This design comes from an exercise in tuning for a short achievable clock period on the open sky130 flow, not from production work.
Function was checked by simulation only, so behaviour that the tests miss may differ from the original.

==> flow/design.v <==
`default_nettype none
package aipPkg;
  localparam int DataWidth   = 32;
  localparam int ConfigWidth = 5;
  localparam int StatusWidth = 8;
  localparam int MemAddrMax  = 16;
  localparam logic [DataWidth-1:0] IpId = 32'h1000500A;
  localparam logic [ConfigWidth-1:0] CfgMemIn0Data = 5'd0;
  localparam logic [ConfigWidth-1:0] CfgMemIn0Addr = 5'd1;
  localparam logic [ConfigWidth-1:0] CfgMemIn1Data = 5'd2;
  localparam logic [ConfigWidth-1:0] CfgMemIn1Addr = 5'd3;
  localparam logic [ConfigWidth-1:0] CfgMemOutData = 5'd4;
  localparam logic [ConfigWidth-1:0] CfgMemOutAddr = 5'd5;
  localparam logic [ConfigWidth-1:0] CfgConfData   = 5'd6;
  localparam logic [ConfigWidth-1:0] CfgConfAddr   = 5'd7;
  localparam logic [ConfigWidth-1:0] CfgStatus     = 5'd30;
  localparam logic [ConfigWidth-1:0] CfgId         = 5'd31;
  typedef struct packed {
    logic [MemAddrMax-1:0] rdAddrMemIn0;
    logic [MemAddrMax-1:0] rdAddrMemIn1;
    logic [DataWidth-1:0]  wrDataMemOut;
    logic [MemAddrMax-1:0] wrAddrMemOut;
    logic                  wrEnMemOut;
    logic                  busy;
    logic                  done;       
    logic [4:0]            padding;
  } coreReq_t;
  typedef struct packed {
    logic [DataWidth-1:0] rdDataMemIn0;
    logic [DataWidth-1:0] rdDataMemIn1;
    logic [DataWidth-1:0] confReg;
    logic                 start;
  } coreResp_t;
  typedef struct packed {
    logic [DataWidth-3*StatusWidth-1:0] zero;
    logic [StatusWidth-1:0]             mask;
    logic [StatusWidth-1:0]             pending;
    logic [StatusWidth-1:0]             coreStatus;   
  } statusRd_t;
  typedef struct packed {
    logic [DataWidth-3*StatusWidth-1:0] unusedHi;
    logic [StatusWidth-1:0]             newMask;
    logic [StatusWidth-1:0]             clearPending;   
    logic [StatusWidth-1:0]             unusedLo;
  } statusWr_t;
  typedef union packed {
    statusRd_t rd;
    statusWr_t wr;
  } statusWord_u;
endpackage
`default_nettype wire
`default_nettype none
module aipDec8 (
  input  logic [2:0] addr_i,
  output logic [7:0] sel_o
);
  always_comb begin
    for (int w = 0; w < 8; w++) sel_o[w] = (addr_i == 3'(w));
  end
endmodule
module aipRdDec (
  input  logic [4:0] code_i,
  output logic       memOut_o,
  output logic       status_o,
  output logic       id_o
);
  assign memOut_o = (code_i == 5'd4);
  assign status_o = (code_i == 5'd30);
  assign id_o     = (code_i == 5'd31);
endmodule
`default_nettype wire
`default_nettype none
import aipPkg::*;
module aipTop (
  input  logic                           clk,
  input  logic                           rst,
  input  logic                           en_i,
  input  logic [aipPkg::ConfigWidth-1:0] configAIP_i,
  input  logic [aipPkg::DataWidth-1:0]   dataInAIP_i,
  input  logic                           readAIP_i,
  input  logic                           writeAIP_i,
  input  logic                           startAIP_i,
  input  aipPkg::coreReq_t               coreReq_i,
  output logic [aipPkg::DataWidth-1:0]   dataOutAIP_o,
  output logic                           intAIP_o,
  output aipPkg::coreResp_t              coreResp_o
);
  logic in0Write, in0Load, in1Write, in1Load, outRead, outLoad, confWrite, statusWrite;
  assign in0Write    = writeAIP_i && (configAIP_i == CfgMemIn0Data);
  assign in0Load     = writeAIP_i && (configAIP_i == CfgMemIn0Addr);
  assign in1Write    = writeAIP_i && (configAIP_i == CfgMemIn1Data);
  assign in1Load     = writeAIP_i && (configAIP_i == CfgMemIn1Addr);
  assign outRead     = readAIP_i  && (configAIP_i == CfgMemOutData);
  assign outLoad     = writeAIP_i && (configAIP_i == CfgMemOutAddr);
  assign confWrite   = writeAIP_i && (configAIP_i == CfgConfData);
  assign statusWrite = writeAIP_i && (configAIP_i == CfgStatus);
  logic [2:0]  wrPtr0, wrPtr1;
  logic [15:0] rdPtrOH;     
  logic [15:0] rdPtrLdOH;   
  logic [15:0] rdPtrIncOH;
  assign rdPtrIncOH = {rdPtrOH[14:0], rdPtrOH[15]};
  always_comb begin
    for (int w = 0; w < 16; w++) rdPtrLdOH[w] = (dataInAIP_i[3:0] == 4'(w));
  end
  always_ff @(posedge clk or negedge rst) begin
    if (!rst) begin
      wrPtr0   <= '0;
      wrPtr1   <= '0;
      rdPtrOH  <= 16'h0001;
    end else if (en_i) begin
      if (in0Load)       wrPtr0 <= dataInAIP_i[2:0];
      else if (in0Write) wrPtr0 <= wrPtr0 + 3'd1;
      if (in1Load)       wrPtr1 <= dataInAIP_i[2:0];
      else if (in1Write) wrPtr1 <= wrPtr1 + 3'd1;
      if (outLoad)       rdPtrOH <= rdPtrLdOH;
      else if (outRead)  rdPtrOH <= rdPtrIncOH;
    end
  end
  logic [7:0][DataWidth-1:0]  memIn0;
  logic [7:0][DataWidth-1:0]  memIn1;
  logic [15:0][DataWidth-1:0] memOut;
  for (genvar w = 0; w < 8; w++) begin : g_memIn
    always_ff @(posedge clk) begin
      if (in0Write && wrPtr0 == 3'(w)) memIn0[w] <= dataInAIP_i;
      if (in1Write && wrPtr1 == 3'(w)) memIn1[w] <= dataInAIP_i;
    end
  end
  logic [15:0] wrOutOH;   
  always_comb begin
    for (int w = 0; w < 16; w++)
      wrOutOH[w] = coreReq_i.wrEnMemOut && (coreReq_i.wrAddrMemOut[3:0] == 4'(w));
  end
  for (genvar w = 0; w < 16; w++) begin : g_memOut
    always_ff @(posedge clk) begin
      if (wrOutOH[w]) memOut[w] <= coreReq_i.wrDataMemOut;
    end
  end
  logic [3:0][7:0] rdSel0, rdSel1;
  for (genvar l = 0; l < 4; l++) begin : g_rdLane
    aipDec8 rdDec0 (.addr_i(coreReq_i.rdAddrMemIn0[2:0]), .sel_o(rdSel0[l]));
    aipDec8 rdDec1 (.addr_i(coreReq_i.rdAddrMemIn1[2:0]), .sel_o(rdSel1[l]));
  end
  always_comb begin
    coreResp_o.rdDataMemIn0 = '0;
    coreResp_o.rdDataMemIn1 = '0;
    for (int b = 0; b < DataWidth; b++) begin
      for (int w = 0; w < 8; w++) begin
        coreResp_o.rdDataMemIn0[b] |= rdSel0[b/8][w] & memIn0[w][b];
        coreResp_o.rdDataMemIn1[b] |= rdSel1[b/8][w] & memIn1[w][b];
      end
    end
  end
  logic                 hitHold, hitInc, hitLd, hitZero;
  logic [DataWidth-1:0] rdHold, rdInc, rdLd;
  logic [DataWidth-1:0] candHold, candInc, candLd, candZero, memOutRd;
  assign hitHold = |(wrOutOH & rdPtrOH);
  assign hitInc  = |(wrOutOH & rdPtrIncOH);
  assign hitLd   = |(wrOutOH & rdPtrLdOH);
  assign hitZero = wrOutOH[0];
  always_comb begin
    rdHold = '0;
    rdInc  = '0;
    rdLd   = '0;
    for (int w = 0; w < 16; w++) begin
      rdHold |= {DataWidth{rdPtrOH[w]}}    & memOut[w];
      rdInc  |= {DataWidth{rdPtrIncOH[w]}} & memOut[w];
      rdLd   |= {DataWidth{rdPtrLdOH[w]}}  & memOut[w];
    end
  end
  assign candHold = hitHold ? coreReq_i.wrDataMemOut : rdHold;
  assign candInc  = hitInc  ? coreReq_i.wrDataMemOut : rdInc;
  assign candLd   = hitLd   ? coreReq_i.wrDataMemOut : rdLd;
  assign candZero = hitZero ? coreReq_i.wrDataMemOut : memOut[0];
  always_ff @(posedge clk) begin
    if (!rst)                   memOutRd <= candZero;
    else if (en_i && outLoad)   memOutRd <= candLd;
    else if (en_i && outRead)   memOutRd <= candInc;
    else                        memOutRd <= candHold;
  end
  logic [DataWidth-1:0] confReg;
  always_ff @(posedge clk or negedge rst) begin
    if (!rst)           confReg <= '0;
    else if (confWrite) confReg <= dataInAIP_i;
  end
  assign coreResp_o.confReg = confReg;
  assign coreResp_o.start   = startAIP_i;
  logic [StatusWidth-1:0] pending, pendingNext, mask, maskNext;
  logic                   intReg;
  assign pendingNext = (pending & ~(statusWrite ? dataInAIP_i[15:8] : 8'h00))
                     | {6'b0, coreReq_i.done, 1'b0};
  assign maskNext    = statusWrite ? dataInAIP_i[23:16] : mask;
  always_ff @(posedge clk or negedge rst) begin
    if (!rst) begin
      pending <= '0;
      mask    <= '0;
      intReg  <= 1'b0;
    end else begin
      pending <= pendingNext;
      mask    <= maskNext;
      intReg  <= |(pendingNext & maskNext);
    end
  end
  assign intAIP_o = intReg;
  logic [DataWidth-1:0] statusWord;
  logic [3:0] rdMemOut, rdStatus, rdId;
  for (genvar l = 0; l < 4; l++) begin : g_hostLane
    aipRdDec rdDec (.code_i(configAIP_i), .memOut_o(rdMemOut[l]), .status_o(rdStatus[l]),
                    .id_o(rdId[l]));
  end
  assign statusWord = {8'h00, mask, pending, 7'h00, coreReq_i.busy};
  always_comb begin
    for (int b = 0; b < DataWidth; b++)
      dataOutAIP_o[b] = (rdMemOut[b/8] & memOutRd[b]) | (rdStatus[b/8] & statusWord[b])
                      | (rdId[b/8] & IpId[b]);
  end
endmodule
`default_nettype wire
clock: 4.0 ns
lec_check: 0
cap_margin: 20
core_margin: 2
core_utilization: 40
setup_slack_margin: 1.5
slew_margin: 20
synth_hierarchical: 1
synth_minimum_keep_size: 0
run.sh (not shown) runs the stock make flow with config.mk's settings and CLKGATE_MAP_FILE= SYNTH_SCRIPT=/design/flow/synth_recipe.tcl, a recipe that flattens the netlist after the stock synthesis.
Rerun with:
--- a/flow/design.v
+++ b/flow/design.v
@@ -136,6 +136,6 @@
     end
   end
-  logic [3:0][7:0] rdSel0, rdSel1;
-  for (genvar l = 0; l < 4; l++) begin : g_rdLane
+  logic [15:0][7:0] rdSel0, rdSel1;
+  for (genvar l = 0; l < 16; l++) begin : g_rdLane
     aipDec8 rdDec0 (.addr_i(coreReq_i.rdAddrMemIn0[2:0]), .sel_o(rdSel0[l]));
     aipDec8 rdDec1 (.addr_i(coreReq_i.rdAddrMemIn1[2:0]), .sel_o(rdSel1[l]));
@@ -146,6 +146,6 @@
     for (int b = 0; b < DataWidth; b++) begin
       for (int w = 0; w < 8; w++) begin
-        coreResp_o.rdDataMemIn0[b] |= rdSel0[b/8][w] & memIn0[w][b];
-        coreResp_o.rdDataMemIn1[b] |= rdSel1[b/8][w] & memIn1[w][b];
+        coreResp_o.rdDataMemIn0[b] |= rdSel0[b/2][w] & memIn0[w][b];
+        coreResp_o.rdDataMemIn1[b] |= rdSel1[b/2][w] & memIn1[w][b];
       end
     end
@@ -203,6 +203,6 @@
   assign intAIP_o = intReg;
   logic [DataWidth-1:0] statusWord;
-  logic [3:0] rdMemOut, rdStatus, rdId;
-  for (genvar l = 0; l < 4; l++) begin : g_hostLane
+  logic [15:0] rdMemOut, rdStatus, rdId;
+  for (genvar l = 0; l < 16; l++) begin : g_hostLane
     aipRdDec rdDec (.code_i(configAIP_i), .memOut_o(rdMemOut[l]), .status_o(rdStatus[l]),
                     .id_o(rdId[l]));
@@ -211,6 +211,6 @@
   always_comb begin
     for (int b = 0; b < DataWidth; b++)
-      dataOutAIP_o[b] = (rdMemOut[b/8] & memOutRd[b]) | (rdStatus[b/8] & statusWord[b])
-                      | (rdId[b/8] & IpId[b]);
+      dataOutAIP_o[b] = (rdMemOut[b/2] & memOutRd[b]) | (rdStatus[b/2] & statusWord[b])
+                      | (rdId[b/2] & IpId[b]);
   end
 endmodule
Utilization increases by 1.4 points.
Wire length increases by a few percent.
Die area increases by a few percent.
Clock-buffer cell count decreases by 6.
Cell area increases by a few percent.
Global-route usage decreases by 0.15 points.
Synthesized cell count increases by a few percent.
Worst hold slack improved by 0.055 ns.
Non-clock buffer count decreases by 2.

-- re-timing with driven ports --
In the flow no input, the clock included, has a driving cell. The finished layouts below were timed again as built, in two steps.
Step 1 assumes that a clkbuf_16 drives the clock port and a buf_2 every other input.
Step 2 times the ports against the registers' clock, not the clock port: input delays grow and output delays shrink by t, the midpoint of the rising clock arrivals with the driver on.
a / b / c = ideal / step 1 / step 2; a / b = the first two.
run	shift t [ns]	setup WS [ns]	latest minus earliest clock arrival (ns)
the first run	0.796	1.051 / 0.995 / 0.694	0.030 / 0.029
the second run	0.791	1.268 / 0.797 / 0.638	0.051 / 0.051
After both steps every run listed still meets setup and hold. For the second run, which loses most, drivers alone change the setup slack by -0.471 ns; drivers and shift together by -0.630 ns.
